From an optimization exercise on the open Yosys and OpenROAD flow, aimed at a short achievable clock period and few clock cycles per item; shortcuts taken in it are not production practice.
The RTL was checked by simulation tests, not by an equivalence proof against the original design.
Power figures rest on the tool's default switching activity, not on a simulated workload.

==> flow/design.v (outline; a module is shown in full before it is edited, if it fits) <==
// module hilo_md_unit: 141 lines
// module hmd_sel: 8 lines
// module hmd_add64: 31 lines
// module hmd_mul: 2400 lines
// module hmd_divfast: 84 lines
// module hmd_divset: 229 lines
// module hmd_divstep3: 236 lines
// module hmd_divlast3: 264 lines
module hilo_md_unit #(
    parameter int DATA_W    = 32,
    parameter int DIV_CNT_W = 6
) (
    input  logic              cpu_clk_50M,
    input  logic              cpu_rst_n,
    input  logic              flush_i,
    input  logic              op_valid_i,
    output logic              op_ready_o,
    input  logic [2:0]        op_i,
    input  logic              sign_i,
    input  logic [DATA_W-1:0] src_a_i,
    input  logic [DATA_W-1:0] src_b_i,
    output logic [DATA_W-1:0] hi_o,
    output logic [DATA_W-1:0] lo_o,
    output logic              done_o
);
  // ...
==> flow/flow/run.sh <==
#!/bin/bash
# Standard ORFS layout, with repair_timing asked to reach a setup margin well
# above the default, so that it sizes and buffers the real critical paths
# (the 20 ns clock otherwise leaves every path positive and unrepaired).
set -euo pipefail
MARGIN=${MARGIN:-13}
bash standard.sh synth > synth.log 2>&1
bash standard.sh SETUP_SLACK_MARGIN=$MARGIN finish > layout.log 2>&1
==> flow/standard.sh <==
#!/bin/bash
# synth_recipe.tcl (not shown) runs the flow's synth.tcl, then flattens the netlist and writes it again
# the make line also repeats each setting of config.mk as NAME=value (left out here)
make -C /OpenROAD-flow-scripts/flow DESIGN_CONFIG=/design/flow/config.mk WORK_HOME=/design/flow/orfs CLKGATE_MAP_FILE= SYNTH_SCRIPT=/design/flow/synth_recipe.tcl "${@:-finish}"
==> flow/config.mk <==
export PLATFORM = sky130hd
export DESIGN_NAME = hilo_md_unit
export DESIGN_NICKNAME = hilo_md_unit
export VERILOG_FILES = /design/flow/design.v
export SDC_FILE = /design/flow/constraint.sdc
export NUM_CORES = 4
export LEC_CHECK = 0
export CAP_MARGIN = 20
export CORE_MARGIN = 2
export CORE_UTILIZATION = 40
export SLEW_MARGIN = 20
export SYNTH_HIERARCHICAL = 1
==> flow/constraint.sdc <==
create_clock -name core_clock -period 20.0 [get_ports {cpu_clk_50M}]
set_input_delay 4.0000 -clock core_clock [delete_from_list [all_inputs] [get_ports {cpu_clk_50M}]]
set_output_delay 4.0000 -clock core_clock [all_outputs]
set_load 0.01 [all_outputs]
==> notes.md, run 1 <==
- N_taps: between 3000 and 4000
- CTS H-tree lvls: 3
- M1 GR Usage: 0.531
- Worst-path cell chain: buf_16 > buf_16 > buf_6 > buf_6 > buf_8 > buf_16 > a21o_1 > or4_4 > a221oi_4 > buf_6 > o21ai_4 > or2_4 > a222oi_1 > nand4_1 > nor4_4 > a41o_4 > buf_12 > inv_16 > and2_4 > a21oi_4 > mux2_4
- Most common cell after layout, fill and taps aside: buf_4
- Postcts setup bufs: ~950
- R2R Setup Slk: roughly 12 ns
- Placed cells: between 15000 and 20000
- Setup CP Type: in2reg
- Final TNS setup: 0 ns
- CP startpoint: sign_i
- Clk pwr: around 1.4 mW
- Clock skew: ~0.13 ns
- Final count of pins violating max slew: 0
- DIE WIDTH: ~540 um
- Worst-path clk slew: roughly 0.090 ns
- Die H: between 500 and 600 um
- Leakage: approximately 62 nW
- Seq. pwr: ~1.6 mW
- Top delay family on crit path: compound AO/OA/AOI/OAI gates
- Max reg flops: ~250
- Core area: roughly 0.28 mm^2
- Least-Margin Pin Slew: around 1.3 ns
- CTS buffer count: 76
- P_comb: between 20 and 25 mW
- Hold Path Depth: 1
- Max layer used: met5
- Worst Setup End Kind: flip-flop
- Util after Layout: 0.535
- CTS Buffer Depth: 4
- Register Area: 0.0121 mm^2
- Drt via density: 7.09
- Status: complete, no violations
- Met2 Use GR: 0.545
- Finished Cell Area: approximately 0.15 mm^2
- Clock power frac: 0.053
- Vias in the first global route: between 100k and 150k
Testbench counts, summed over its fixed seeds: cycles 13,707, ops 12,000.
==> module hmd_divstep3, before the edit <==
module hmd_divstep3 (
    input  logic [31:0] p,
    input  logic [2:0]  abits,
    input  logic [7:1][36:0] dx,
    input  logic        dcin,
    output logic [31:0] p_out,
    output logic [2:0]  q
);
    logic [34:0] pn;
    assign pn = {p, abits};
    logic [8:1] ge;
    assign ge[8] = 1'b0;
    logic [36:0] d1_p, d1_g0;
    assign d1_p  = ({2'd0, pn}) ^ (dx[1]);
    logic [36:0] d1_gg;
    assign d1_gg = ({2'd0, pn}) & (dx[1]);
    assign d1_g0 = {d1_gg[36:1], d1_gg[0] | (d1_p[0] & (dcin))};
    logic [36:0] d1_g1, d1_q1;
    assign d1_g1 = {d1_g0[36:1] | (d1_p[36:1] & d1_g0[35:0]), d1_g0[0:0]};
    assign d1_q1 = {d1_p[36:1] & d1_p[35:0], d1_p[0:0]};
    logic [36:0] d1_g2, d1_q2;
    assign d1_g2 = {d1_g1[36:2] | (d1_q1[36:2] & d1_g1[34:0]), d1_g1[1:0]};
    assign d1_q2 = {d1_q1[36:2] & d1_q1[34:0], d1_q1[1:0]};
    logic [36:0] d1_g3, d1_q3;
    assign d1_g3 = {d1_g2[36:4] | (d1_q2[36:4] & d1_g2[32:0]), d1_g2[3:0]};
    assign d1_q3 = {d1_q2[36:4] & d1_q2[32:0], d1_q2[3:0]};
    logic [36:0] d1_g4, d1_q4;
    assign d1_g4 = {d1_g3[36:8] | (d1_q3[36:8] & d1_g3[28:0]), d1_g3[7:0]};
    assign d1_q4 = {d1_q3[36:8] & d1_q3[28:0], d1_q3[7:0]};
    logic [36:0] d1_g5, d1_q5;
    assign d1_g5 = {d1_g4[36:16] | (d1_q4[36:16] & d1_g4[20:0]), d1_g4[15:0]};
    assign d1_q5 = {d1_q4[36:16] & d1_q4[20:0], d1_q4[15:0]};
    logic [36:0] d1_g6, d1_q6;
    assign d1_g6 = {d1_g5[36:32] | (d1_q5[36:32] & d1_g5[4:0]), d1_g5[31:0]};
    assign d1_q6 = {d1_q5[36:32] & d1_q5[4:0], d1_q5[31:0]};
    logic d1_co;
    assign d1_co = d1_g6[36];
    logic [36:0] d1_s;
    assign d1_s = d1_p ^ {d1_g6[35:0], (dcin)};
    assign ge[1] = d1_g6[35];    
    logic [36:0] d2_p, d2_g0;
    assign d2_p  = ({2'd0, pn}) ^ (dx[2]);
    logic [36:0] d2_gg;
    assign d2_gg = ({2'd0, pn}) & (dx[2]);
    assign d2_g0 = {d2_gg[36:1], d2_gg[0] | (d2_p[0] & (dcin))};
    logic [36:0] d2_g1, d2_q1;
    assign d2_g1 = {d2_g0[36:1] | (d2_p[36:1] & d2_g0[35:0]), d2_g0[0:0]};
    assign d2_q1 = {d2_p[36:1] & d2_p[35:0], d2_p[0:0]};
    logic [36:0] d2_g2, d2_q2;
    assign d2_g2 = {d2_g1[36:2] | (d2_q1[36:2] & d2_g1[34:0]), d2_g1[1:0]};
    assign d2_q2 = {d2_q1[36:2] & d2_q1[34:0], d2_q1[1:0]};
    logic [36:0] d2_g3, d2_q3;
    assign d2_g3 = {d2_g2[36:4] | (d2_q2[36:4] & d2_g2[32:0]), d2_g2[3:0]};
    assign d2_q3 = {d2_q2[36:4] & d2_q2[32:0], d2_q2[3:0]};
    logic [36:0] d2_g4, d2_q4;
    assign d2_g4 = {d2_g3[36:8] | (d2_q3[36:8] & d2_g3[28:0]), d2_g3[7:0]};
    assign d2_q4 = {d2_q3[36:8] & d2_q3[28:0], d2_q3[7:0]};
    logic [36:0] d2_g5, d2_q5;
    assign d2_g5 = {d2_g4[36:16] | (d2_q4[36:16] & d2_g4[20:0]), d2_g4[15:0]};
    assign d2_q5 = {d2_q4[36:16] & d2_q4[20:0], d2_q4[15:0]};
    logic [36:0] d2_g6, d2_q6;
    assign d2_g6 = {d2_g5[36:32] | (d2_q5[36:32] & d2_g5[4:0]), d2_g5[31:0]};
    assign d2_q6 = {d2_q5[36:32] & d2_q5[4:0], d2_q5[31:0]};
    logic d2_co;
    assign d2_co = d2_g6[36];
    logic [36:0] d2_s;
    assign d2_s = d2_p ^ {d2_g6[35:0], (dcin)};
    assign ge[2] = d2_g6[35];    
    logic [36:0] d3_p, d3_g0;
    assign d3_p  = ({2'd0, pn}) ^ (dx[3]);
    logic [36:0] d3_gg;
    assign d3_gg = ({2'd0, pn}) & (dx[3]);
    assign d3_g0 = {d3_gg[36:1], d3_gg[0] | (d3_p[0] & (dcin))};
    logic [36:0] d3_g1, d3_q1;
    assign d3_g1 = {d3_g0[36:1] | (d3_p[36:1] & d3_g0[35:0]), d3_g0[0:0]};
    assign d3_q1 = {d3_p[36:1] & d3_p[35:0], d3_p[0:0]};
    logic [36:0] d3_g2, d3_q2;
    assign d3_g2 = {d3_g1[36:2] | (d3_q1[36:2] & d3_g1[34:0]), d3_g1[1:0]};
    assign d3_q2 = {d3_q1[36:2] & d3_q1[34:0], d3_q1[1:0]};
    logic [36:0] d3_g3, d3_q3;
    assign d3_g3 = {d3_g2[36:4] | (d3_q2[36:4] & d3_g2[32:0]), d3_g2[3:0]};
    assign d3_q3 = {d3_q2[36:4] & d3_q2[32:0], d3_q2[3:0]};
    logic [36:0] d3_g4, d3_q4;
    assign d3_g4 = {d3_g3[36:8] | (d3_q3[36:8] & d3_g3[28:0]), d3_g3[7:0]};
    assign d3_q4 = {d3_q3[36:8] & d3_q3[28:0], d3_q3[7:0]};
    logic [36:0] d3_g5, d3_q5;
    assign d3_g5 = {d3_g4[36:16] | (d3_q4[36:16] & d3_g4[20:0]), d3_g4[15:0]};
    assign d3_q5 = {d3_q4[36:16] & d3_q4[20:0], d3_q4[15:0]};
    logic [36:0] d3_g6, d3_q6;
    assign d3_g6 = {d3_g5[36:32] | (d3_q5[36:32] & d3_g5[4:0]), d3_g5[31:0]};
    assign d3_q6 = {d3_q5[36:32] & d3_q5[4:0], d3_q5[31:0]};
    logic d3_co;
    assign d3_co = d3_g6[36];
    logic [36:0] d3_s;
    assign d3_s = d3_p ^ {d3_g6[35:0], (dcin)};
    assign ge[3] = d3_g6[35];    
    logic [36:0] d4_p, d4_g0;
    assign d4_p  = ({2'd0, pn}) ^ (dx[4]);
    logic [36:0] d4_gg;
    assign d4_gg = ({2'd0, pn}) & (dx[4]);
    assign d4_g0 = {d4_gg[36:1], d4_gg[0] | (d4_p[0] & (dcin))};
    logic [36:0] d4_g1, d4_q1;
    assign d4_g1 = {d4_g0[36:1] | (d4_p[36:1] & d4_g0[35:0]), d4_g0[0:0]};
    assign d4_q1 = {d4_p[36:1] & d4_p[35:0], d4_p[0:0]};
    logic [36:0] d4_g2, d4_q2;
    assign d4_g2 = {d4_g1[36:2] | (d4_q1[36:2] & d4_g1[34:0]), d4_g1[1:0]};
    assign d4_q2 = {d4_q1[36:2] & d4_q1[34:0], d4_q1[1:0]};
    logic [36:0] d4_g3, d4_q3;
    assign d4_g3 = {d4_g2[36:4] | (d4_q2[36:4] & d4_g2[32:0]), d4_g2[3:0]};
    assign d4_q3 = {d4_q2[36:4] & d4_q2[32:0], d4_q2[3:0]};
    logic [36:0] d4_g4, d4_q4;
    assign d4_g4 = {d4_g3[36:8] | (d4_q3[36:8] & d4_g3[28:0]), d4_g3[7:0]};
    assign d4_q4 = {d4_q3[36:8] & d4_q3[28:0], d4_q3[7:0]};
    logic [36:0] d4_g5, d4_q5;
    assign d4_g5 = {d4_g4[36:16] | (d4_q4[36:16] & d4_g4[20:0]), d4_g4[15:0]};
    assign d4_q5 = {d4_q4[36:16] & d4_q4[20:0], d4_q4[15:0]};
    logic [36:0] d4_g6, d4_q6;
    assign d4_g6 = {d4_g5[36:32] | (d4_q5[36:32] & d4_g5[4:0]), d4_g5[31:0]};
    assign d4_q6 = {d4_q5[36:32] & d4_q5[4:0], d4_q5[31:0]};
    logic d4_co;
    assign d4_co = d4_g6[36];
    logic [36:0] d4_s;
    assign d4_s = d4_p ^ {d4_g6[35:0], (dcin)};
    assign ge[4] = d4_g6[35];    
    logic [36:0] d5_p, d5_g0;
    assign d5_p  = ({2'd0, pn}) ^ (dx[5]);
    logic [36:0] d5_gg;
    assign d5_gg = ({2'd0, pn}) & (dx[5]);
    assign d5_g0 = {d5_gg[36:1], d5_gg[0] | (d5_p[0] & (dcin))};
    logic [36:0] d5_g1, d5_q1;
    assign d5_g1 = {d5_g0[36:1] | (d5_p[36:1] & d5_g0[35:0]), d5_g0[0:0]};
    assign d5_q1 = {d5_p[36:1] & d5_p[35:0], d5_p[0:0]};
    logic [36:0] d5_g2, d5_q2;
    assign d5_g2 = {d5_g1[36:2] | (d5_q1[36:2] & d5_g1[34:0]), d5_g1[1:0]};
    assign d5_q2 = {d5_q1[36:2] & d5_q1[34:0], d5_q1[1:0]};
    logic [36:0] d5_g3, d5_q3;
    assign d5_g3 = {d5_g2[36:4] | (d5_q2[36:4] & d5_g2[32:0]), d5_g2[3:0]};
    assign d5_q3 = {d5_q2[36:4] & d5_q2[32:0], d5_q2[3:0]};
    logic [36:0] d5_g4, d5_q4;
    assign d5_g4 = {d5_g3[36:8] | (d5_q3[36:8] & d5_g3[28:0]), d5_g3[7:0]};
    assign d5_q4 = {d5_q3[36:8] & d5_q3[28:0], d5_q3[7:0]};
    logic [36:0] d5_g5, d5_q5;
    assign d5_g5 = {d5_g4[36:16] | (d5_q4[36:16] & d5_g4[20:0]), d5_g4[15:0]};
    assign d5_q5 = {d5_q4[36:16] & d5_q4[20:0], d5_q4[15:0]};
    logic [36:0] d5_g6, d5_q6;
    assign d5_g6 = {d5_g5[36:32] | (d5_q5[36:32] & d5_g5[4:0]), d5_g5[31:0]};
    assign d5_q6 = {d5_q5[36:32] & d5_q5[4:0], d5_q5[31:0]};
    logic d5_co;
    assign d5_co = d5_g6[36];
    logic [36:0] d5_s;
    assign d5_s = d5_p ^ {d5_g6[35:0], (dcin)};
    assign ge[5] = d5_g6[35];    
    logic [36:0] d6_p, d6_g0;
    assign d6_p  = ({2'd0, pn}) ^ (dx[6]);
    logic [36:0] d6_gg;
    assign d6_gg = ({2'd0, pn}) & (dx[6]);
    assign d6_g0 = {d6_gg[36:1], d6_gg[0] | (d6_p[0] & (dcin))};
    logic [36:0] d6_g1, d6_q1;
    assign d6_g1 = {d6_g0[36:1] | (d6_p[36:1] & d6_g0[35:0]), d6_g0[0:0]};
    assign d6_q1 = {d6_p[36:1] & d6_p[35:0], d6_p[0:0]};
    logic [36:0] d6_g2, d6_q2;
    assign d6_g2 = {d6_g1[36:2] | (d6_q1[36:2] & d6_g1[34:0]), d6_g1[1:0]};
    assign d6_q2 = {d6_q1[36:2] & d6_q1[34:0], d6_q1[1:0]};
    logic [36:0] d6_g3, d6_q3;
    assign d6_g3 = {d6_g2[36:4] | (d6_q2[36:4] & d6_g2[32:0]), d6_g2[3:0]};
    assign d6_q3 = {d6_q2[36:4] & d6_q2[32:0], d6_q2[3:0]};
    logic [36:0] d6_g4, d6_q4;
    assign d6_g4 = {d6_g3[36:8] | (d6_q3[36:8] & d6_g3[28:0]), d6_g3[7:0]};
    assign d6_q4 = {d6_q3[36:8] & d6_q3[28:0], d6_q3[7:0]};
    logic [36:0] d6_g5, d6_q5;
    assign d6_g5 = {d6_g4[36:16] | (d6_q4[36:16] & d6_g4[20:0]), d6_g4[15:0]};
    assign d6_q5 = {d6_q4[36:16] & d6_q4[20:0], d6_q4[15:0]};
    logic [36:0] d6_g6, d6_q6;
    assign d6_g6 = {d6_g5[36:32] | (d6_q5[36:32] & d6_g5[4:0]), d6_g5[31:0]};
    assign d6_q6 = {d6_q5[36:32] & d6_q5[4:0], d6_q5[31:0]};
    logic d6_co;
    assign d6_co = d6_g6[36];
    logic [36:0] d6_s;
    assign d6_s = d6_p ^ {d6_g6[35:0], (dcin)};
    assign ge[6] = d6_g6[35];    
    logic [36:0] d7_p, d7_g0;
    assign d7_p  = ({2'd0, pn}) ^ (dx[7]);
    logic [36:0] d7_gg;
    assign d7_gg = ({2'd0, pn}) & (dx[7]);
    assign d7_g0 = {d7_gg[36:1], d7_gg[0] | (d7_p[0] & (dcin))};
    logic [36:0] d7_g1, d7_q1;
    assign d7_g1 = {d7_g0[36:1] | (d7_p[36:1] & d7_g0[35:0]), d7_g0[0:0]};
    assign d7_q1 = {d7_p[36:1] & d7_p[35:0], d7_p[0:0]};
    logic [36:0] d7_g2, d7_q2;
    assign d7_g2 = {d7_g1[36:2] | (d7_q1[36:2] & d7_g1[34:0]), d7_g1[1:0]};
    assign d7_q2 = {d7_q1[36:2] & d7_q1[34:0], d7_q1[1:0]};
    logic [36:0] d7_g3, d7_q3;
    assign d7_g3 = {d7_g2[36:4] | (d7_q2[36:4] & d7_g2[32:0]), d7_g2[3:0]};
    assign d7_q3 = {d7_q2[36:4] & d7_q2[32:0], d7_q2[3:0]};
    logic [36:0] d7_g4, d7_q4;
    assign d7_g4 = {d7_g3[36:8] | (d7_q3[36:8] & d7_g3[28:0]), d7_g3[7:0]};
    assign d7_q4 = {d7_q3[36:8] & d7_q3[28:0], d7_q3[7:0]};
    logic [36:0] d7_g5, d7_q5;
    assign d7_g5 = {d7_g4[36:16] | (d7_q4[36:16] & d7_g4[20:0]), d7_g4[15:0]};
    assign d7_q5 = {d7_q4[36:16] & d7_q4[20:0], d7_q4[15:0]};
    logic [36:0] d7_g6, d7_q6;
    assign d7_g6 = {d7_g5[36:32] | (d7_q5[36:32] & d7_g5[4:0]), d7_g5[31:0]};
    assign d7_q6 = {d7_q5[36:32] & d7_q5[4:0], d7_q5[31:0]};
    logic d7_co;
    assign d7_co = d7_g6[36];
    logic [36:0] d7_s;
    assign d7_s = d7_p ^ {d7_g6[35:0], (dcin)};
    assign ge[7] = d7_g6[35];    
    logic [7:0] sel;
    assign sel[0] = ~ge[1];
    assign sel[1] = ge[1] & ~ge[2];
    assign sel[2] = ge[2] & ~ge[3];
    assign sel[3] = ge[3] & ~ge[4];
    assign sel[4] = ge[4] & ~ge[5];
    assign sel[5] = ge[5] & ~ge[6];
    assign sel[6] = ge[6] & ~ge[7];
    assign sel[7] = ge[7] & ~ge[8];
    assign p_out = ({32{sel[0]}} & pn[31:0])
                 | ({32{sel[1]}} & d1_s[31:0])
                 | ({32{sel[2]}} & d2_s[31:0])
                 | ({32{sel[3]}} & d3_s[31:0])
                 | ({32{sel[4]}} & d4_s[31:0])
                 | ({32{sel[5]}} & d5_s[31:0])
                 | ({32{sel[6]}} & d6_s[31:0])
                 | ({32{sel[7]}} & d7_s[31:0]);
    always_comb begin
        q = '0;
        if (sel[1]) q = 3'd1;
        if (sel[2]) q = 3'd2;
        if (sel[3]) q = 3'd3;
        if (sel[4]) q = 3'd4;
        if (sel[5]) q = 3'd5;
        if (sel[6]) q = 3'd6;
        if (sel[7]) q = 3'd7;
    end
endmodule
==> module hmd_divlast3, before the edit <==
module hmd_divlast3 (
    input  logic [31:0] p,
    input  logic [2:0]  abits,
    input  logic [7:1][36:0] dx,
    input  logic        dcin,
    input  logic        rneg,
    input  logic        qneg,
    input  logic [28:0] qhead,
    output logic [63:0] y_s,
    output logic [31:0] p_out,
    output logic [2:0]  q
);
    logic [34:0] pn;
    assign pn = {p, abits};
    logic [8:1] ge;
    assign ge[8] = 1'b0;
    logic [36:0] d1_p, d1_g0;
    assign d1_p  = ({2'd0, pn}) ^ (dx[1]);
    logic [36:0] d1_gg;
    assign d1_gg = ({2'd0, pn}) & (dx[1]);
    assign d1_g0 = {d1_gg[36:1], d1_gg[0] | (d1_p[0] & (dcin))};
    logic [36:0] d1_g1, d1_q1;
    assign d1_g1 = {d1_g0[36:1] | (d1_p[36:1] & d1_g0[35:0]), d1_g0[0:0]};
    assign d1_q1 = {d1_p[36:1] & d1_p[35:0], d1_p[0:0]};
    logic [36:0] d1_g2, d1_q2;
    assign d1_g2 = {d1_g1[36:2] | (d1_q1[36:2] & d1_g1[34:0]), d1_g1[1:0]};
    assign d1_q2 = {d1_q1[36:2] & d1_q1[34:0], d1_q1[1:0]};
    logic [36:0] d1_g3, d1_q3;
    assign d1_g3 = {d1_g2[36:4] | (d1_q2[36:4] & d1_g2[32:0]), d1_g2[3:0]};
    assign d1_q3 = {d1_q2[36:4] & d1_q2[32:0], d1_q2[3:0]};
    logic [36:0] d1_g4, d1_q4;
    assign d1_g4 = {d1_g3[36:8] | (d1_q3[36:8] & d1_g3[28:0]), d1_g3[7:0]};
    assign d1_q4 = {d1_q3[36:8] & d1_q3[28:0], d1_q3[7:0]};
    logic [36:0] d1_g5, d1_q5;
    assign d1_g5 = {d1_g4[36:16] | (d1_q4[36:16] & d1_g4[20:0]), d1_g4[15:0]};
    assign d1_q5 = {d1_q4[36:16] & d1_q4[20:0], d1_q4[15:0]};
    logic [36:0] d1_g6, d1_q6;
    assign d1_g6 = {d1_g5[36:32] | (d1_q5[36:32] & d1_g5[4:0]), d1_g5[31:0]};
    assign d1_q6 = {d1_q5[36:32] & d1_q5[4:0], d1_q5[31:0]};
    logic d1_co;
    assign d1_co = d1_g6[36];
    logic [36:0] d1_s;
    assign d1_s = d1_p ^ {d1_g6[35:0], (dcin)};
    assign ge[1] = d1_g6[35];    
    logic [36:0] d2_p, d2_g0;
    assign d2_p  = ({2'd0, pn}) ^ (dx[2]);
    logic [36:0] d2_gg;
    assign d2_gg = ({2'd0, pn}) & (dx[2]);
    assign d2_g0 = {d2_gg[36:1], d2_gg[0] | (d2_p[0] & (dcin))};
    logic [36:0] d2_g1, d2_q1;
    assign d2_g1 = {d2_g0[36:1] | (d2_p[36:1] & d2_g0[35:0]), d2_g0[0:0]};
    assign d2_q1 = {d2_p[36:1] & d2_p[35:0], d2_p[0:0]};
    logic [36:0] d2_g2, d2_q2;
    assign d2_g2 = {d2_g1[36:2] | (d2_q1[36:2] & d2_g1[34:0]), d2_g1[1:0]};
    assign d2_q2 = {d2_q1[36:2] & d2_q1[34:0], d2_q1[1:0]};
    logic [36:0] d2_g3, d2_q3;
    assign d2_g3 = {d2_g2[36:4] | (d2_q2[36:4] & d2_g2[32:0]), d2_g2[3:0]};
    assign d2_q3 = {d2_q2[36:4] & d2_q2[32:0], d2_q2[3:0]};
    logic [36:0] d2_g4, d2_q4;
    assign d2_g4 = {d2_g3[36:8] | (d2_q3[36:8] & d2_g3[28:0]), d2_g3[7:0]};
    assign d2_q4 = {d2_q3[36:8] & d2_q3[28:0], d2_q3[7:0]};
    logic [36:0] d2_g5, d2_q5;
    assign d2_g5 = {d2_g4[36:16] | (d2_q4[36:16] & d2_g4[20:0]), d2_g4[15:0]};
    assign d2_q5 = {d2_q4[36:16] & d2_q4[20:0], d2_q4[15:0]};
    logic [36:0] d2_g6, d2_q6;
    assign d2_g6 = {d2_g5[36:32] | (d2_q5[36:32] & d2_g5[4:0]), d2_g5[31:0]};
    assign d2_q6 = {d2_q5[36:32] & d2_q5[4:0], d2_q5[31:0]};
    logic d2_co;
    assign d2_co = d2_g6[36];
    logic [36:0] d2_s;
    assign d2_s = d2_p ^ {d2_g6[35:0], (dcin)};
    assign ge[2] = d2_g6[35];    
    logic [36:0] d3_p, d3_g0;
    assign d3_p  = ({2'd0, pn}) ^ (dx[3]);
    logic [36:0] d3_gg;
    assign d3_gg = ({2'd0, pn}) & (dx[3]);
    assign d3_g0 = {d3_gg[36:1], d3_gg[0] | (d3_p[0] & (dcin))};
    logic [36:0] d3_g1, d3_q1;
    assign d3_g1 = {d3_g0[36:1] | (d3_p[36:1] & d3_g0[35:0]), d3_g0[0:0]};
    assign d3_q1 = {d3_p[36:1] & d3_p[35:0], d3_p[0:0]};
    logic [36:0] d3_g2, d3_q2;
    assign d3_g2 = {d3_g1[36:2] | (d3_q1[36:2] & d3_g1[34:0]), d3_g1[1:0]};
    assign d3_q2 = {d3_q1[36:2] & d3_q1[34:0], d3_q1[1:0]};
    logic [36:0] d3_g3, d3_q3;
    assign d3_g3 = {d3_g2[36:4] | (d3_q2[36:4] & d3_g2[32:0]), d3_g2[3:0]};
    assign d3_q3 = {d3_q2[36:4] & d3_q2[32:0], d3_q2[3:0]};
    logic [36:0] d3_g4, d3_q4;
    assign d3_g4 = {d3_g3[36:8] | (d3_q3[36:8] & d3_g3[28:0]), d3_g3[7:0]};
    assign d3_q4 = {d3_q3[36:8] & d3_q3[28:0], d3_q3[7:0]};
    logic [36:0] d3_g5, d3_q5;
    assign d3_g5 = {d3_g4[36:16] | (d3_q4[36:16] & d3_g4[20:0]), d3_g4[15:0]};
    assign d3_q5 = {d3_q4[36:16] & d3_q4[20:0], d3_q4[15:0]};
    logic [36:0] d3_g6, d3_q6;
    assign d3_g6 = {d3_g5[36:32] | (d3_q5[36:32] & d3_g5[4:0]), d3_g5[31:0]};
    assign d3_q6 = {d3_q5[36:32] & d3_q5[4:0], d3_q5[31:0]};
    logic d3_co;
    assign d3_co = d3_g6[36];
    logic [36:0] d3_s;
    assign d3_s = d3_p ^ {d3_g6[35:0], (dcin)};
    assign ge[3] = d3_g6[35];    
    logic [36:0] d4_p, d4_g0;
    assign d4_p  = ({2'd0, pn}) ^ (dx[4]);
    logic [36:0] d4_gg;
    assign d4_gg = ({2'd0, pn}) & (dx[4]);
    assign d4_g0 = {d4_gg[36:1], d4_gg[0] | (d4_p[0] & (dcin))};
    logic [36:0] d4_g1, d4_q1;
    assign d4_g1 = {d4_g0[36:1] | (d4_p[36:1] & d4_g0[35:0]), d4_g0[0:0]};
    assign d4_q1 = {d4_p[36:1] & d4_p[35:0], d4_p[0:0]};
    logic [36:0] d4_g2, d4_q2;
    assign d4_g2 = {d4_g1[36:2] | (d4_q1[36:2] & d4_g1[34:0]), d4_g1[1:0]};
    assign d4_q2 = {d4_q1[36:2] & d4_q1[34:0], d4_q1[1:0]};
    logic [36:0] d4_g3, d4_q3;
    assign d4_g3 = {d4_g2[36:4] | (d4_q2[36:4] & d4_g2[32:0]), d4_g2[3:0]};
    assign d4_q3 = {d4_q2[36:4] & d4_q2[32:0], d4_q2[3:0]};
    logic [36:0] d4_g4, d4_q4;
    assign d4_g4 = {d4_g3[36:8] | (d4_q3[36:8] & d4_g3[28:0]), d4_g3[7:0]};
    assign d4_q4 = {d4_q3[36:8] & d4_q3[28:0], d4_q3[7:0]};
    logic [36:0] d4_g5, d4_q5;
    assign d4_g5 = {d4_g4[36:16] | (d4_q4[36:16] & d4_g4[20:0]), d4_g4[15:0]};
    assign d4_q5 = {d4_q4[36:16] & d4_q4[20:0], d4_q4[15:0]};
    logic [36:0] d4_g6, d4_q6;
    assign d4_g6 = {d4_g5[36:32] | (d4_q5[36:32] & d4_g5[4:0]), d4_g5[31:0]};
    assign d4_q6 = {d4_q5[36:32] & d4_q5[4:0], d4_q5[31:0]};
    logic d4_co;
    assign d4_co = d4_g6[36];
    logic [36:0] d4_s;
    assign d4_s = d4_p ^ {d4_g6[35:0], (dcin)};
    assign ge[4] = d4_g6[35];    
    logic [36:0] d5_p, d5_g0;
    assign d5_p  = ({2'd0, pn}) ^ (dx[5]);
    logic [36:0] d5_gg;
    assign d5_gg = ({2'd0, pn}) & (dx[5]);
    assign d5_g0 = {d5_gg[36:1], d5_gg[0] | (d5_p[0] & (dcin))};
    logic [36:0] d5_g1, d5_q1;
    assign d5_g1 = {d5_g0[36:1] | (d5_p[36:1] & d5_g0[35:0]), d5_g0[0:0]};
    assign d5_q1 = {d5_p[36:1] & d5_p[35:0], d5_p[0:0]};
    logic [36:0] d5_g2, d5_q2;
    assign d5_g2 = {d5_g1[36:2] | (d5_q1[36:2] & d5_g1[34:0]), d5_g1[1:0]};
    assign d5_q2 = {d5_q1[36:2] & d5_q1[34:0], d5_q1[1:0]};
    logic [36:0] d5_g3, d5_q3;
    assign d5_g3 = {d5_g2[36:4] | (d5_q2[36:4] & d5_g2[32:0]), d5_g2[3:0]};
    assign d5_q3 = {d5_q2[36:4] & d5_q2[32:0], d5_q2[3:0]};
    logic [36:0] d5_g4, d5_q4;
    assign d5_g4 = {d5_g3[36:8] | (d5_q3[36:8] & d5_g3[28:0]), d5_g3[7:0]};
    assign d5_q4 = {d5_q3[36:8] & d5_q3[28:0], d5_q3[7:0]};
    logic [36:0] d5_g5, d5_q5;
    assign d5_g5 = {d5_g4[36:16] | (d5_q4[36:16] & d5_g4[20:0]), d5_g4[15:0]};
    assign d5_q5 = {d5_q4[36:16] & d5_q4[20:0], d5_q4[15:0]};
    logic [36:0] d5_g6, d5_q6;
    assign d5_g6 = {d5_g5[36:32] | (d5_q5[36:32] & d5_g5[4:0]), d5_g5[31:0]};
    assign d5_q6 = {d5_q5[36:32] & d5_q5[4:0], d5_q5[31:0]};
    logic d5_co;
    assign d5_co = d5_g6[36];
    logic [36:0] d5_s;
    assign d5_s = d5_p ^ {d5_g6[35:0], (dcin)};
    assign ge[5] = d5_g6[35];    
    logic [36:0] d6_p, d6_g0;
    assign d6_p  = ({2'd0, pn}) ^ (dx[6]);
    logic [36:0] d6_gg;
    assign d6_gg = ({2'd0, pn}) & (dx[6]);
    assign d6_g0 = {d6_gg[36:1], d6_gg[0] | (d6_p[0] & (dcin))};
    logic [36:0] d6_g1, d6_q1;
    assign d6_g1 = {d6_g0[36:1] | (d6_p[36:1] & d6_g0[35:0]), d6_g0[0:0]};
    assign d6_q1 = {d6_p[36:1] & d6_p[35:0], d6_p[0:0]};
    logic [36:0] d6_g2, d6_q2;
    assign d6_g2 = {d6_g1[36:2] | (d6_q1[36:2] & d6_g1[34:0]), d6_g1[1:0]};
    assign d6_q2 = {d6_q1[36:2] & d6_q1[34:0], d6_q1[1:0]};
    logic [36:0] d6_g3, d6_q3;
    assign d6_g3 = {d6_g2[36:4] | (d6_q2[36:4] & d6_g2[32:0]), d6_g2[3:0]};
    assign d6_q3 = {d6_q2[36:4] & d6_q2[32:0], d6_q2[3:0]};
    logic [36:0] d6_g4, d6_q4;
    assign d6_g4 = {d6_g3[36:8] | (d6_q3[36:8] & d6_g3[28:0]), d6_g3[7:0]};
    assign d6_q4 = {d6_q3[36:8] & d6_q3[28:0], d6_q3[7:0]};
    logic [36:0] d6_g5, d6_q5;
    assign d6_g5 = {d6_g4[36:16] | (d6_q4[36:16] & d6_g4[20:0]), d6_g4[15:0]};
    assign d6_q5 = {d6_q4[36:16] & d6_q4[20:0], d6_q4[15:0]};
    logic [36:0] d6_g6, d6_q6;
    assign d6_g6 = {d6_g5[36:32] | (d6_q5[36:32] & d6_g5[4:0]), d6_g5[31:0]};
    assign d6_q6 = {d6_q5[36:32] & d6_q5[4:0], d6_q5[31:0]};
    logic d6_co;
    assign d6_co = d6_g6[36];
    logic [36:0] d6_s;
    assign d6_s = d6_p ^ {d6_g6[35:0], (dcin)};
    assign ge[6] = d6_g6[35];    
    logic [36:0] d7_p, d7_g0;
    assign d7_p  = ({2'd0, pn}) ^ (dx[7]);
    logic [36:0] d7_gg;
    assign d7_gg = ({2'd0, pn}) & (dx[7]);
    assign d7_g0 = {d7_gg[36:1], d7_gg[0] | (d7_p[0] & (dcin))};
    logic [36:0] d7_g1, d7_q1;
    assign d7_g1 = {d7_g0[36:1] | (d7_p[36:1] & d7_g0[35:0]), d7_g0[0:0]};
    assign d7_q1 = {d7_p[36:1] & d7_p[35:0], d7_p[0:0]};
    logic [36:0] d7_g2, d7_q2;
    assign d7_g2 = {d7_g1[36:2] | (d7_q1[36:2] & d7_g1[34:0]), d7_g1[1:0]};
    assign d7_q2 = {d7_q1[36:2] & d7_q1[34:0], d7_q1[1:0]};
    logic [36:0] d7_g3, d7_q3;
    assign d7_g3 = {d7_g2[36:4] | (d7_q2[36:4] & d7_g2[32:0]), d7_g2[3:0]};
    assign d7_q3 = {d7_q2[36:4] & d7_q2[32:0], d7_q2[3:0]};
    logic [36:0] d7_g4, d7_q4;
    assign d7_g4 = {d7_g3[36:8] | (d7_q3[36:8] & d7_g3[28:0]), d7_g3[7:0]};
    assign d7_q4 = {d7_q3[36:8] & d7_q3[28:0], d7_q3[7:0]};
    logic [36:0] d7_g5, d7_q5;
    assign d7_g5 = {d7_g4[36:16] | (d7_q4[36:16] & d7_g4[20:0]), d7_g4[15:0]};
    assign d7_q5 = {d7_q4[36:16] & d7_q4[20:0], d7_q4[15:0]};
    logic [36:0] d7_g6, d7_q6;
    assign d7_g6 = {d7_g5[36:32] | (d7_q5[36:32] & d7_g5[4:0]), d7_g5[31:0]};
    assign d7_q6 = {d7_q5[36:32] & d7_q5[4:0], d7_q5[31:0]};
    logic d7_co;
    assign d7_co = d7_g6[36];
    logic [36:0] d7_s;
    assign d7_s = d7_p ^ {d7_g6[35:0], (dcin)};
    assign ge[7] = d7_g6[35];    
    logic [7:0] sel;
    assign sel[0] = ~ge[1];
    assign sel[1] = ge[1] & ~ge[2];
    assign sel[2] = ge[2] & ~ge[3];
    assign sel[3] = ge[3] & ~ge[4];
    assign sel[4] = ge[4] & ~ge[5];
    assign sel[5] = ge[5] & ~ge[6];
    assign sel[6] = ge[6] & ~ge[7];
    assign sel[7] = ge[7] & ~ge[8];
    assign p_out = ({32{sel[0]}} & pn[31:0])
                 | ({32{sel[1]}} & d1_s[31:0])
                 | ({32{sel[2]}} & d2_s[31:0])
                 | ({32{sel[3]}} & d3_s[31:0])
                 | ({32{sel[4]}} & d4_s[31:0])
                 | ({32{sel[5]}} & d5_s[31:0])
                 | ({32{sel[6]}} & d6_s[31:0])
                 | ({32{sel[7]}} & d7_s[31:0]);
    always_comb begin
        q = '0;
        if (sel[1]) q = 3'd1;
        if (sel[2]) q = 3'd2;
        if (sel[3]) q = 3'd3;
        if (sel[4]) q = 3'd4;
        if (sel[5]) q = 3'd5;
        if (sel[6]) q = 3'd6;
        if (sel[7]) q = 3'd7;
    end
    logic [31:0] rn;
    logic [31:0] dn1;
    assign dn1 = (d1_p[31:0] ^ {32{rneg}}) ^ {d1_g6[30:0], dcin};
    logic [31:0] dn2;
    assign dn2 = (d2_p[31:0] ^ {32{rneg}}) ^ {d2_g6[30:0], dcin};
    logic [31:0] dn3;
    assign dn3 = (d3_p[31:0] ^ {32{rneg}}) ^ {d3_g6[30:0], dcin};
    logic [31:0] dn4;
    assign dn4 = (d4_p[31:0] ^ {32{rneg}}) ^ {d4_g6[30:0], dcin};
    logic [31:0] dn5;
    assign dn5 = (d5_p[31:0] ^ {32{rneg}}) ^ {d5_g6[30:0], dcin};
    logic [31:0] dn6;
    assign dn6 = (d6_p[31:0] ^ {32{rneg}}) ^ {d6_g6[30:0], dcin};
    logic [31:0] dn7;
    assign dn7 = (d7_p[31:0] ^ {32{rneg}}) ^ {d7_g6[30:0], dcin};
    assign rn = ({32{sel[0]}} & (pn[31:0] ^ {32{rneg}}))
              | ({32{sel[1]}} & dn1)
              | ({32{sel[2]}} & dn2)
              | ({32{sel[3]}} & dn3)
              | ({32{sel[4]}} & dn4)
              | ({32{sel[5]}} & dn5)
              | ({32{sel[6]}} & dn6)
              | ({32{sel[7]}} & dn7);
    assign y_s = {rn, {qhead, q} ^ {32{qneg}}};
endmodule
==> run 2: changes to the inputs <==
--- a/flow/design.v
+++ b/flow/design.v
@@ -3101,31 +3101,22 @@
     assign d7_s = d7_p ^ {d7_g6[35:0], (dcin)};
     assign ge[7] = d7_g6[35];    
-    logic [7:0] sel;
-    assign sel[0] = ~ge[1];
-    assign sel[1] = ge[1] & ~ge[2];
-    assign sel[2] = ge[2] & ~ge[3];
-    assign sel[3] = ge[3] & ~ge[4];
-    assign sel[4] = ge[4] & ~ge[5];
-    assign sel[5] = ge[5] & ~ge[6];
-    assign sel[6] = ge[6] & ~ge[7];
-    assign sel[7] = ge[7] & ~ge[8];
-    assign p_out = ({32{sel[0]}} & pn[31:0])
-                 | ({32{sel[1]}} & d1_s[31:0])
-                 | ({32{sel[2]}} & d2_s[31:0])
-                 | ({32{sel[3]}} & d3_s[31:0])
-                 | ({32{sel[4]}} & d4_s[31:0])
-                 | ({32{sel[5]}} & d5_s[31:0])
-                 | ({32{sel[6]}} & d6_s[31:0])
-                 | ({32{sel[7]}} & d7_s[31:0]);
-    always_comb begin
-        q = '0;
-        if (sel[1]) q = 3'd1;
-        if (sel[2]) q = 3'd2;
-        if (sel[3]) q = 3'd3;
-        if (sel[4]) q = 3'd4;
-        if (sel[5]) q = 3'd5;
-        if (sel[6]) q = 3'd6;
-        if (sel[7]) q = 3'd7;
-    end
+    logic [31:0] mp_0_1;
+    assign mp_0_1 = ge[1] ? d1_s[31:0] : pn[31:0];
+    logic [31:0] mp_2_3;
+    assign mp_2_3 = ge[3] ? d3_s[31:0] : d2_s[31:0];
+    logic [31:0] mp_0_3;
+    assign mp_0_3 = ge[2] ? mp_2_3 : mp_0_1;
+    logic [31:0] mp_4_5;
+    assign mp_4_5 = ge[5] ? d5_s[31:0] : d4_s[31:0];
+    logic [31:0] mp_6_7;
+    assign mp_6_7 = ge[7] ? d7_s[31:0] : d6_s[31:0];
+    logic [31:0] mp_4_7;
+    assign mp_4_7 = ge[6] ? mp_6_7 : mp_4_5;
+    logic [31:0] mp_0_7;
+    assign mp_0_7 = ge[4] ? mp_4_7 : mp_0_3;
+    assign p_out = mp_0_7;
+    assign q[0] = (ge[4] ? (ge[6] ? (ge[7] ? 1'b1 : 1'b0) : (ge[5] ? 1'b1 : 1'b0)) : (ge[2] ? (ge[3] ? 1'b1 : 1'b0) : (ge[1] ? 1'b1 : 1'b0)));
+    assign q[1] = (ge[4] ? (ge[6] ? 1'b1 : 1'b0) : (ge[2] ? 1'b1 : 1'b0));
+    assign q[2] = (ge[4] ? 1'b1 : 1'b0);
 endmodule
 module hmd_divlast3 (
@@ -3341,32 +3332,22 @@
     assign d7_s = d7_p ^ {d7_g6[35:0], (dcin)};
     assign ge[7] = d7_g6[35];    
-    logic [7:0] sel;
-    assign sel[0] = ~ge[1];
-    assign sel[1] = ge[1] & ~ge[2];
-    assign sel[2] = ge[2] & ~ge[3];
-    assign sel[3] = ge[3] & ~ge[4];
-    assign sel[4] = ge[4] & ~ge[5];
-    assign sel[5] = ge[5] & ~ge[6];
-    assign sel[6] = ge[6] & ~ge[7];
-    assign sel[7] = ge[7] & ~ge[8];
-    assign p_out = ({32{sel[0]}} & pn[31:0])
-                 | ({32{sel[1]}} & d1_s[31:0])
-                 | ({32{sel[2]}} & d2_s[31:0])
-                 | ({32{sel[3]}} & d3_s[31:0])
-                 | ({32{sel[4]}} & d4_s[31:0])
-                 | ({32{sel[5]}} & d5_s[31:0])
-                 | ({32{sel[6]}} & d6_s[31:0])
-                 | ({32{sel[7]}} & d7_s[31:0]);
-    always_comb begin
-        q = '0;
-        if (sel[1]) q = 3'd1;
-        if (sel[2]) q = 3'd2;
-        if (sel[3]) q = 3'd3;
-        if (sel[4]) q = 3'd4;
-        if (sel[5]) q = 3'd5;
-        if (sel[6]) q = 3'd6;
-        if (sel[7]) q = 3'd7;
-    end
-    logic [31:0] rn;
+    logic [31:0] mp_0_1;
+    assign mp_0_1 = ge[1] ? d1_s[31:0] : pn[31:0];
+    logic [31:0] mp_2_3;
+    assign mp_2_3 = ge[3] ? d3_s[31:0] : d2_s[31:0];
+    logic [31:0] mp_0_3;
+    assign mp_0_3 = ge[2] ? mp_2_3 : mp_0_1;
+    logic [31:0] mp_4_5;
+    assign mp_4_5 = ge[5] ? d5_s[31:0] : d4_s[31:0];
+    logic [31:0] mp_6_7;
+    assign mp_6_7 = ge[7] ? d7_s[31:0] : d6_s[31:0];
+    logic [31:0] mp_4_7;
+    assign mp_4_7 = ge[6] ? mp_6_7 : mp_4_5;
+    logic [31:0] mp_0_7;
+    assign mp_0_7 = ge[4] ? mp_4_7 : mp_0_3;
+    assign p_out = mp_0_7;
+    assign q[0] = (ge[4] ? (ge[6] ? (ge[7] ? 1'b1 : 1'b0) : (ge[5] ? 1'b1 : 1'b0)) : (ge[2] ? (ge[3] ? 1'b1 : 1'b0) : (ge[1] ? 1'b1 : 1'b0)));
+    assign q[1] = (ge[4] ? (ge[6] ? 1'b1 : 1'b0) : (ge[2] ? 1'b1 : 1'b0));
+    assign q[2] = (ge[4] ? 1'b1 : 1'b0);
     logic [31:0] dn1;
     assign dn1 = (d1_p[31:0] ^ {32{rneg}}) ^ {d1_g6[30:0], dcin};
@@ -3383,12 +3364,20 @@
     logic [31:0] dn7;
     assign dn7 = (d7_p[31:0] ^ {32{rneg}}) ^ {d7_g6[30:0], dcin};
-    assign rn = ({32{sel[0]}} & (pn[31:0] ^ {32{rneg}}))
-              | ({32{sel[1]}} & dn1)
-              | ({32{sel[2]}} & dn2)
-              | ({32{sel[3]}} & dn3)
-              | ({32{sel[4]}} & dn4)
-              | ({32{sel[5]}} & dn5)
-              | ({32{sel[6]}} & dn6)
-              | ({32{sel[7]}} & dn7);
+    logic [31:0] rn;
+    logic [31:0] mr_0_1;
+    assign mr_0_1 = ge[1] ? dn1 : (pn[31:0] ^ {32{rneg}});
+    logic [31:0] mr_2_3;
+    assign mr_2_3 = ge[3] ? dn3 : dn2;
+    logic [31:0] mr_0_3;
+    assign mr_0_3 = ge[2] ? mr_2_3 : mr_0_1;
+    logic [31:0] mr_4_5;
+    assign mr_4_5 = ge[5] ? dn5 : dn4;
+    logic [31:0] mr_6_7;
+    assign mr_6_7 = ge[7] ? dn7 : dn6;
+    logic [31:0] mr_4_7;
+    assign mr_4_7 = ge[6] ? mr_6_7 : mr_4_5;
+    logic [31:0] mr_0_7;
+    assign mr_0_7 = ge[4] ? mr_4_7 : mr_0_3;
+    assign rn = mr_0_7;
     assign y_s = {rn, {qhead, q} ^ {32{qneg}}};
 endmodule
==> run 2 against run 1 <==
  * Worst setup slack improved by 0.40 ns
  * Register-to-register slack improved by 0.24 ns
  * Clock-buffer cell count fell by 16
  * Critical path depth rose by 6
  * Non-clock buffer count fell by 61
  * Power fell by 12%
  * Critical path type unchanged
  * Worst hold slack improved by 0.020 ns
  * Cell area rose by 0.27%
  * Clock power fell by 6%
  * Clock skew fell by 0.082 ns
  * Utilization barely moved
  * Wire length fell by 0.33%
==> notes.md, run 2 <==
- Final net count: 16400 (about the same)
- Fillcell total: 25000 (was 25100)
- Final count of pins violating max slew: 0 (unchanged)
- Most common cell after layout, fill and taps aside: a21oi_1 (was buf_4)
- Final TNS setup: 0 ns (unchanged)
- Worst hold path type: reg2reg (unchanged)
- DRC Markers: 0 (unchanged)
- Worst r2r src: dcin_q$_DFFE_PP0N_ (was da_q[33]$_DFF_PP0_)
- Top Registers: dx_q: 252 flops, c_q: 64 flops, s_q: 64 flops (unchanged)
- # rows: 195 (unchanged)
- CP startpoint: src_b_i[31] (was sign_i)
- MaxCap Viol Count: 0 (unchanged)
- Antenna viol nets, final: 0 (unchanged)
- Placed inst area: 0.116 mm^2 (was 0.117 mm^2)
- Drt via density: 7.12 (was 7.09)
- FF-to-FF path depth: 35 (was 36)
- Worst Path Max Fanout: 8 (was 7)
- Worst-path clk slew: 0.07 ns (was 0.09 ns)
- Die H: 537 um (was 536 um)
- Starting density of the core: 0.403 (was 0.402)
- Port bufs: 137 (unchanged)
- # hold bufs at CTS: 0 (unchanged)
- Initial drt markers: 25900 (was 26000)
- Capture point of the worst path: s_q[57]$_DFF_PP0_ (was cnt_q[0]$_DFF_PP0_)
- Clk Latency, worst-skew pair: 0.74 ns (was 0.88 ns)
- Max reg flops: 252 (unchanged)
- Largest net degree at the start of global routing: 194 (unchanged)
- Global Route Usage Sum: 0.424 (was 0.427)
- Mapped Avg Cell Area: 7.76 um^2 (was 7.79 um^2)
- Worst Setup Slack, final: 11.77 ns (was 11.37 ns)
- Least-Margin Pin Slew: 1.28 ns (was 1.30 ns)
- Wire per inst: 35.0 um (was 35.1 um)
- Reg-to-Reg End: s_q[36]$_DFF_PP0_ (was s_q[53]$_DFF_PP0_)
- Max_slew headroom: 0.145 (was 0.131)
- Core area: 0.283 mm^2 (was 0.282 mm^2)
- R2R Setup Slk: 11.85 ns (was 11.61 ns)
- Post-Place Worst Slack: 9.16 ns (was 9.23 ns)
- CTS buffer count: 66 (was 76)
- Hold Slack: 0.472 ns (was 0.452 ns)
- Hpwl dp: 403000 um (was 414000 um)
- Final setup fails: 0 (unchanged)
- Via count: 134000 (about the same)
- RSZ-0062 raised after global routing: yes (unchanged)
- Max Clk Rate: 0.122 GHz (was 0.116 GHz)
- Leakage: 62.9 nW (was 62.4 nW)
- Hold path start: da_q[19]$_DFF_PP0_ (was da_q[15]$_DFF_PP0_)
- Nature of the critical path startpoint: primary input (unchanged)
- Clock skew: 0.0449 ns (was 0.127 ns)
- IO Pins: 138 (unchanged)
- Die area: 0.289 mm^2 (was 0.287 mm^2)
- Required time of the critical path: 20.54 ns (was 20.70 ns)
- VDD IR max: 0.000288 V (was 0.000184 V)
- Critical Path AT: 8.78 ns (was 9.33 ns)
- Hold Vio Cnt, Final: 0 (unchanged)
- TritonCTS clock tree: yes (unchanged)
- Tot Pwr: 23.1 mW (was 26.4 mW)
- Antenna violations before repair: 44 (was 47)
- Final wirelength: 660000 um (was 662000 um)
- Commonest cells after routing, fill and taps aside: a21oi_1 (1013), buf_4 (824), nor2_1 (802) (was buf_4 (962), a21oi_1 (897), nand2_1 (762))
- Pwr dens: 153 mW/mm^2 (was 175 mW/mm^2)
- GRT Residual Overflow: 0 (unchanged)
- Final GP Congestion: 1.07 (about the same)
- Largest Register: dx_q (unchanged)
- Area grow syn2layout: 32.9% (was 33.2%)
- CTS Sinks: 483 (unchanged)
- Placed cells: 17300 (was 17200)
- Worst Setup End Kind: flip-flop (unchanged)
- Drt pass-1 iters: 17 (was 20)
- Root Driver: clkbuf_16 (unchanged)
- Finished Cell Area: 0.151 mm^2 (about the same)
- Util after Layout: 0.535 (about the same)
- YS warnings: 9 (was 11)
- CTS Buffer Depth: 3 (was 4)
- Minimum clock period: 8.23 ns (was 8.63 ns)
- Setup CP Type: in2reg (unchanged)
- Post-route insts no fill: 18900 (was 18800)
- Final Cycle Share: 0.412 (was 0.431)
- Area of the mapped netlist: 0.114 mm^2 (was 0.113 mm^2)
- DIE WIDTH: 537 um (was 536 um)
- First-pass GRT wire length: 894000 um (was 898000 um)
- Vias in the first global route: 119000 (about the same)
- Status: complete, no violations (unchanged)
- Ratio of cells with drive above 1 in the final layout: 0.288 (was 0.303)
- Post-Synthesis Cells: 14700 (was 14500)
- CTS H-tree lvls: 3 (unchanged)
[run 2: layout make-up]
type | count | area [um^2] | area share
Clock buffer | 86 | 1890 | 0.0125
Multi-Input combinational cell | 11700 | 103000 | 0.678
Antenna cell | 32 | 80.1 | 0.000529
Inverter | 966 | 3870 | 0.0256
Timing Repair Buffer | 1802 | 25800 | 0.170
Sequential cell | 483 | 12100 | 0.0801
Timing Repair inverter | 6 | 68.8 | 0.000455
Tap cell | 3743 | 4680 | 0.0310
Clock inverter | 26 | 298 | 0.00197
[run 2: where the power goes]
| group | switching (mW) | internal, mW |
|---|---|---|
| logic | 11.9 | 8.39 |
| registers | 0.371 | 1.19 |
| clock network | 0.576 | 0.721 |
[run 2: worst min path at each step]
stage | endpoint | depth (start not counted) | slack, ns
floorplan | da_q[10]$_DFF_PP0_ | 1 | 0.45
detailed placement | da_q[14]$_DFF_PP0_ | 1 | 0.46
global placement | da_q[14]$_DFF_PP0_ | 1 | 0.46
CTS | da_q[13]$_DFF_PP0_ | 1 | 0.47
global route | da_q[13]$_DFF_PP0_ | 1 | 0.48
finish | da_q[25]$_DFF_PP0_ | 1 | 0.47
[run 2: critical path, stage by stage]
cell and delay, ns:
buf_16 0.12, buf_6 0.11, buf_6 0.12, xnor2_4 0.17, nand2b_4 0.22, buf_6 0.13, buf_16 0.14, buf_12 0.11
xor2_4 0.19, inv_2 0.08, ha_2 0.35, and3_1 0.26, and2_1 0.20, a221oi_2 0.34, nor2_1 0.19, o31ai_4 0.31
a2111oi_4 0.12, a211oi_4 0.22, buf_6 0.19, nor2_4 0.06, buf_12 0.19, buf_6 0.12, buf_12 0.14, a31oi_4 0.15
o31ai_4 0.15, a222oi_1 0.23, o21ai_1 0.14
[run 2: what timing repair did]
item / CTS / global route
setup buffers: 843 / 274
resized for setup: 2859 / 667
pin swaps: 632 / 444
endpoints found under the setup margin: 376 / 399
gates cloned: 234 / 31
[run 2: per-layer routing]
metal | vias up | GRT usage | routed length, um
li1 | 54300 | - | -
met1 | 64000 | 0.539 | 237000
met2 | 12500 | 0.542 | 239000
met3 | 3423 | 0.224 | 120000
met4 | 57 | 0.285 | 61100
met5 | - | 0.0262 | 2210
Testbench counts of run 2, summed over its fixed seeds: cycles 13,707, ops 12,000.
==> run 3: changes to the inputs <==
--- a/flow/config.mk
+++ b/flow/config.mk
@@ -8,5 +8,5 @@
 export CAP_MARGIN = 20
 export CORE_MARGIN = 2
-export CORE_UTILIZATION = 40
+export CORE_UTILIZATION = 35
 export SLEW_MARGIN = 20
 export SYNTH_HIERARCHICAL = 1
==> run 3 against run 2 <==
  * Via count is 2.1% lower
  * Fmax is 0.36% lower
  * Sequential power hardly changed
  * Clock skew is 0.026 ns higher
  * Critical endpoint is now c_q[33]$_DFF_PP0_
  * Clock power is 7% higher
  * Cell area is 0.37% higher
  * Worst setup slack worse by 0.030 ns
  * Sequential share of layout area hardly changed
  * Flip-flop and latch count stayed put
==> notes.md, run 3 <==
- Setup CP Type: in2reg (unchanged)
- Pwr dens: 146 mW/mm^2 (was 153 mW/mm^2)
- Clk Latency, worst-skew pair: 0.76 ns (was 0.74 ns)
- # hold bufs at CTS: 0 (unchanged)
- Final GP Congestion: 1.03 (was 1.07)
- Die area: 0.330 mm^2 (was 0.289 mm^2)
- CTS Sinks: 483 (unchanged)
- Drt via density: 6.74 (was 7.12)
- Placed cells: 17900 (was 17300)
- Via count: 131000 (was 134000)
- Drt pass-1 iters: 27 (was 17)
- Final setup fails: 0 (unchanged)
- Hold Vio Cnt, Final: 0 (unchanged)
- Antenna viol nets, final: 0 (unchanged)
- Final wirelength: 643000 um (was 660000 um)
- IO Pins: 138 (unchanged)
- Status: complete, no violations (unchanged)
- Nature of the critical path startpoint: primary input (unchanged)
- Mapped Avg Cell Area: 7.76 um^2 (unchanged)
- GRT Residual Overflow: 0 (unchanged)
- CP max stage delay: 0.50 ns (was 0.35 ns)
- TritonCTS clock tree: yes (unchanged)
- Top delay family on crit path: adder cells (was compound AO/OA/AOI/OAI gates)
- Wire per inst: 33.0 um (was 35.0 um)
- Register Area: 0.0121 mm^2 (about the same)
- Slowest CP cell: fa_1 (was ha_2)
- Starting density of the core: 0.351 (was 0.403)
- Worst Path Max Fanout: 20 (was 8)
- Final net count: 16500 (was 16400)
- MaxCap Viol Count: 0 (unchanged)
- Initial drt markers: 22300 (was 25900)
- First-pass GRT wire length: 887000 um (was 894000 um)
- Largest Register: dx_q (unchanged)
- Hpwl dp: 402000 um (was 403000 um)
- Largest net degree at the start of global routing: 129 (was 194)
- YS warnings: 9 (unchanged)
- Die H: 574 um (was 537 um)
- Worst-path clk slew: 0.07 ns (about the same)
- Reg power frac: 0.069 (was 0.068)
- Clock skew: 0.0704 ns (was 0.0449 ns)
- Area of the multi-input gates: 0.103 mm^2 (about the same)
- Antenna violations before repair: 27 (was 44)
- Crit path buf inv count: 5 (was 11)
- Area of the mapped netlist: 0.114 mm^2 (unchanged)
- Most used cell, CP: fa_2 (was buf_6)
- Port bufs: 137 (unchanged)
- Gate power share: 0.868 (was 0.876)
- Post-route insts no fill: 19500 (was 18900)
- Worst Setup End Kind: flip-flop (unchanged)
- Total internal power: 10.1 mW (was 10.3 mW)
- Post-Synthesis Cells: 14700 (unchanged)
- # rows: 209 (was 195)
- Final count of pins violating max slew: 0 (unchanged)
- Required time of the critical path: 20.61 ns (was 20.54 ns)
- DIE WIDTH: 574 um (was 537 um)
- Ratio of cells with drive above 1 in the final layout: 0.294 (was 0.288)
- Leakage: 62.7 nW (was 62.9 nW)
- Max reg flops: 252 (unchanged)
- Final TNS setup: 0 ns (unchanged)
- Fillcell total: 30400 (was 25000)
- Minimum clock period: 8.26 ns (was 8.23 ns)
- Root Driver: clkbuf_16 (unchanged)
- Commonest cells after routing, fill and taps aside: a21oi_1 (1034), buf_4 (926), nor2_1 (796) (was a21oi_1 (1013), buf_4 (824), nor2_1 (802))
- CTS buffer count: 67 (was 66)
- VDD IR max: 0.000209 V (was 0.000288 V)
- Most common cell after layout, fill and taps aside: a21oi_1 (unchanged)
- RSZ-0062 raised after global routing: yes (unchanged)
- Top Registers: dx_q: 252 flops, c_q: 64 flops, s_q: 64 flops (unchanged)
- Max_slew headroom: 0.209 (was 0.145)
- Critical Path AT: 8.87 ns (was 8.78 ns)
- P_sw: 12.0 mW (was 12.8 mW)
- CTS H-tree lvls: 3 (unchanged)
- Worst-path cell chain: buf_6 > buf_16 > a21o_1 > a31oi_1 > a221o_1 > fa_1 > inv_1 > fa_1 > fa_1 > fa_2 > inv_2 > fa_2 > fa_2 > inv_2 > fa_2 > a222oi_1 > o21ai_1
- Global Route Usage Sum: 0.364 (was 0.424)
- Core area: 0.324 mm^2 (was 0.283 mm^2)
- Least-Margin Pin Slew: 1.18 ns (was 1.28 ns)
- CTS Buffer Depth: 3 (unchanged)
- Vias in the first global route: 120000 (was 119000)
- Clock power frac: 0.063 (was 0.056)
- Area grow syn2layout: 33.4% (was 32.9%)
- DRC Markers: 0 (unchanged)
- Sw frac: 0.543 (was 0.555)
- Final Cycle Share: 0.413 (was 0.412)
- Max Clk Rate: 0.121 GHz (was 0.122 GHz)
- Worst hold path type: reg2reg (unchanged)
[run 3: metrics by stage]
step,setup slack [ns],hold slack (ns),util,total power [mW],area [um^2]
after floorplan,9.45,0.454,-,12.7,118000
after CTS,11.83,0.439,0.450,20.4,146000
after detailed placement,9.23,0.461,0.362,16.0,117000
after global placement,9.27,0.455,0.362,16.1,117000
after global routing,11.65,0.466,0.469,22.9,152000
final,11.74,0.423,0.469,22.1,152000
[run 3: layer usage]
metal	GRT usage	vias up	part of all wire
met1	0.472	63400	0.37
met2	0.490	10800	0.38
met3	0.137	2865	0.15
met5	0.00115	-	0.00074
li1	-	54400	-
met4	0.259	30	0.094
[run 3: final cells by class]
cell class | count | area share
antenna | 16 | 0.000264
clock buffer | 90 | 0.0126
clock inverter | 34 | 0.00333
inverter | 966 | 0.0254
multi-input combinational | 11700 | 0.675
sequential | 483 | 0.0798
tap | 4325 | 0.0356
timing repair buffer | 1849 | 0.167
timing repair inverter | 7 | 0.000453
[run 3: worst paths after layout]
check / start / endpoint / slack (ns) / cells past startpoint
max: src_a_i[12] / c_q[33]$_DFF_PP0_ / 11.74 / 17
min: da_q[18]$_DFF_PP0_ / da_q[24]$_DFF_PP0_ / 0.42 / 1
max reg2reg: dcin_q$_DFFE_PP0N_ / s_q[47]$_DFF_PP0_ / 11.99 / 32
min reg2reg: da_q[18]$_DFF_PP0_ / da_q[24]$_DFF_PP0_ / 0.42 / 1
max in group asynchronous: cpu_rst_n / c_q[47]$_DFF_PP0_ / 13.68 / 5
min in group asynchronous: cpu_rst_n / da_q[19]$_DFF_PP0_ / 3.72 / 2
[run 3: power groups by stage]
stage | combinational, mW | clock, mW | sequential (mW)
finish | 19.2 | 1.39 | 1.53
detailed placement | 14.5 | 0 | 1.50
global placement | 14.6 | 0 | 1.50
floorplan | 11.4 | 0 | 1.35
CTS | 17.5 | 1.39 | 1.51
global route | 20.0 | 1.43 | 1.54
[run 3: what timing repair did]
item | CTS | global route
cloned | 224 | 27
setup buffers | 888 | 281
pin swaps | 586 | 499
gates resized for setup | 2840 | 668
setup endpoints to repair | 374 | 329
==> run 4: changes to the inputs <==
--- a/flow/config.mk
+++ b/flow/config.mk
@@ -8,5 +8,5 @@
 export CAP_MARGIN = 20
 export CORE_MARGIN = 2
-export CORE_UTILIZATION = 35
+export CORE_UTILIZATION = 30
 export SLEW_MARGIN = 20
 export SYNTH_HIERARCHICAL = 1
==> run 4 against run 3 <==
  * Clock skew increased by 0.0022 ns
  * Largest cell class unchanged
  * Largest power group unchanged
  * Cell count is 3.0% higher
  * Via count rose by 0.65%
  * First-iteration DRC count rose by 2.9%
  * Critical path depth grew 6
  * Die area rose by 17%
  * Clock-buffer cell count rose by 4
  * Sequential power grew 3%
  * Still clean
==> notes.md, run 4 <==
- Critical Path AT: 8.94 ns (was 8.87 ns)
- Area of the mapped netlist: 0.114 mm^2 (unchanged)
- CTS Buffer Depth: 3 (unchanged)
- Hold Path Depth: 1 (unchanged)
- CP max stage delay: 0.51 ns (was 0.50 ns)
- Final TNS setup: 0 ns (unchanged)
- CTS buffer count: 74 (was 67)
- Hold Vio Cnt, Final: 0 (unchanged)
- Post-route insts no fill: 20100 (was 19500)
- Via count: 132000 (was 131000)
- Leakage: 61.8 nW (was 62.7 nW)
- FF-to-FF path depth: 28 (was 32)
- Worst Setup Slack, final: 11.63 ns (was 11.74 ns)
- Final wirelength: 677000 um (was 643000 um)
- CTS Sinks: 483 (unchanged)
- Mapped Avg Cell Area: 7.76 um^2 (unchanged)
- R2R Setup Slk: 11.98 ns (was 11.99 ns)
- Die H: 620 um (was 574 um)
- Largest net degree at the start of global routing: 145 (was 129)
- Worst r2r src: dcin_q$_DFFE_PP0N_ (unchanged)
- Final GP Congestion: 1.03 (about the same)
- Max Clk Rate: 0.120 GHz (was 0.121 GHz)
- Port bufs: 137 (unchanged)
- Drt via density: 6.59 (was 6.74)
- YS warnings: 9 (unchanged)
- Commonest cells after routing, fill and taps aside: a21oi_1 (1025), buf_4 (816), nor2_1 (811) (was a21oi_1 (1034), buf_4 (926), nor2_1 (796))
- Max reg flops: 252 (unchanged)
- VDD IR max: 0.000208 V (was 0.000209 V)
- Clock skew: 0.0726 ns (was 0.0704 ns)
- Final net count: 16300 (was 16500)
- Post-Place Worst Slack: 9.06 ns (was 9.23 ns)
- Hold path start: da_q[20]$_DFF_PP0_ (was da_q[18]$_DFF_PP0_)
- Reg-to-Reg End: s_q[35]$_DFF_PP0_ (was s_q[47]$_DFF_PP0_)
- Core area: 0.378 mm^2 (was 0.324 mm^2)
- Hpwl dp: 429000 um (was 402000 um)
- RSZ-0062 raised after global routing: yes (unchanged)
- Top delay family on crit path: adder cells (unchanged)
- MaxCap Viol Count: 0 (unchanged)
- Most common cell after layout, fill and taps aside: a21oi_1 (unchanged)
- Hold EP: da_q[26]$_DFF_PP0_ (was da_q[24]$_DFF_PP0_)
- Worst Path Max Fanout: 6 (was 20)
- Initial drt markers: 23000 (was 22300)
- Pwr dens: 157 mW/mm^2 (was 146 mW/mm^2)
- Ratio of cells with drive above 1 in the final layout: 0.288 (was 0.294)
- Final Cycle Share: 0.418 (was 0.413)
- Placed inst area: 0.118 mm^2 (was 0.117 mm^2)
- Wire per inst: 33.7 um (was 33.0 um)
- Starting density of the core: 0.301 (was 0.351)
- Die area: 0.384 mm^2 (was 0.330 mm^2)
- Antenna violations before repair: 46 (was 27)
- Post-Synthesis Cells: 14700 (unchanged)
- Register Area: 0.0121 mm^2 (about the same)
- Antenna viol nets, final: 0 (unchanged)
- Drt pass-1 iters: 14 (was 27)
- Nature of the critical path startpoint: primary input (unchanged)
- Largest Register: dx_q (unchanged)
- Worst-path cell chain: buf_16 > buf_16 > buf_16 > xor2_4 > and2_4 > buf_4 > buf_6 > buf_6 > a221o_1 > fa_2 > inv_2 > fa_1 > inv_2 > fa_2 > inv_2 > fa_2 > inv_2 > fa_2 > fa_1 > inv_1 > ha_2 > a222oi_1 > o21ai_1 (was buf_6 > buf_16 > a21o_1 > a31oi_1 > a221o_1 > fa_1 > inv_1 > fa_1 > fa_1 > fa_2 > inv_2 > fa_2 > fa_2 > inv_2 > fa_2 > a222oi_1 > o21ai_1)
- DIE WIDTH: 620 um (was 574 um)
- # hold bufs at CTS: 0 (unchanged)
- Fillcell total: 37100 (was 30400)
- TritonCTS clock tree: yes (unchanged)
- Minimum clock period: 8.37 ns (was 8.26 ns)
- Vias in the first global route: 120000 (about the same)
- Area of the multi-input gates: 0.102 mm^2 (was 0.103 mm^2)
- First-pass GRT wire length: 912000 um (was 887000 um)
- Area grow syn2layout: 32.5% (was 33.4%)
- # rows: 226 (was 209)
- DRC Markers: 0 (unchanged)
- Root Driver: clkbuf_16 (unchanged)
- GRT Residual Overflow: 0 (unchanged)
- Setup CP Type: in2reg (unchanged)
- Top Registers: dx_q: 252 flops, c_q: 64 flops, s_q: 64 flops (unchanged)
- IO Pins: 138 (unchanged)
- Max_slew headroom: 0.143 (was 0.209)
- Clk Latency, worst-skew pair: 0.80 ns (was 0.76 ns)
- Tot Pwr: 23.6 mW (was 22.1 mW)
- Finished Cell Area: 0.151 mm^2 (was 0.152 mm^2)
- Worst hold path type: reg2reg (unchanged)
- Global Route Usage Sum: 0.327 (was 0.364)
- Status: complete, no violations (unchanged)
- Worst-path clk slew: 0.06 ns (was 0.07 ns)
- Required time of the critical path: 20.58 ns (was 20.61 ns)
- Crit path buf inv count: 11 (was 5)
- Final setup fails: 0 (unchanged)
- Placed cells: 18600 (was 17900)
- Least-Margin Pin Slew: 1.28 ns (was 1.18 ns)
- Slowest CP cell: fa_1 (unchanged)
- Worst Setup End Kind: flip-flop (unchanged)
- Final count of pins violating max slew: 0 (unchanged)
- CTS H-tree lvls: 3 (unchanged)
run 4: worst max path at each step:
stage	from	to	slack, ns	cells after the start
final	src_b_i[18]	c_q[31]$_DFF_PP0_	11.63	23
after CTS	src_b_i[24]	c_q[33]$_DFF_PP0_	11.72	18
after global routing	src_a_i[26]	c_q[33]$_DFF_PP0_	11.55	16
after detailed placement	op_i[1]	c_q[33]$_DFF_PP0_	9.06	19
after floorplan	cpu_rst_n	busy_q$_DFF_PP0_	9.45	1
after global placement	op_i[1]	c_q[33]$_DFF_PP0_	9.09	19
run 4: metrics by stage:
stage,utilization,hold slack (ns)
final,0.399,0.474
after global routing,0.399,0.494
after CTS,0.379,0.475
after detailed placement,0.312,0.461
after global placement,0.312,0.458
after floorplan,-,0.454
run 4: worst reg2reg max path, delay by kind of cell (launching register included):
| kind | cells | cell delay [ns] |
|---|---|---|
| DFF | 1 | 0.40 |
| xor gates and xnor gates | 1 | 0.20 |
| buffers and inverters | 6 | 1.19 |
| and+or+nand+nor | 3 | 0.89 |
| adders and majority gates | 3 | 1.29 |
| AOI/OAI and AO/OA | 15 | 3.96 |
run 4: per-layer routing:
layer | share of wire | routed length [um] | global-route usage | vias to the layer above
li1 | - | - | - | 54100
met1 | 0.35 | 235000 | 0.393 | 63900
met3 | 0.15 | 102000 | 0.125 | 3193
met5 | 0.0012 | 815 | 0.000884 | -
met2 | 0.40 | 270000 | 0.473 | 11100
met4 | 0.10 | 68700 | 0.242 | 41
run 4: area by class of cell:
class	instances	share of cell area
repair inverters	5	0.000357
inverters	966	0.0254
clock inverters	42	0.00368
diodes	32	0.000531
clock buffers	94	0.0138
well taps	5016	0.0416
flip-flops and latches	483	0.0803
repair buffers	1727	0.155
multi-input cells	11700	0.679
run 4: repair_timing:
action | 4_1_cts | 5_1_grt
pin swaps | 596 | 582
setup buffers | 777 | 308
gates cloned | 182 | 33
endpoints found under the setup margin | 390 | 339
resized for setup | 2610 | 871
endpoints found under the hold margin | 0 | 0
run 4: power breakdown:
group | switching, mW | internal (mW) | total (mW)
Sequential | 0.388 | 1.19 | 1.58
Clock | 0.633 | 0.872 | 1.50
Combinational | 12.0 | 8.52 | 20.6
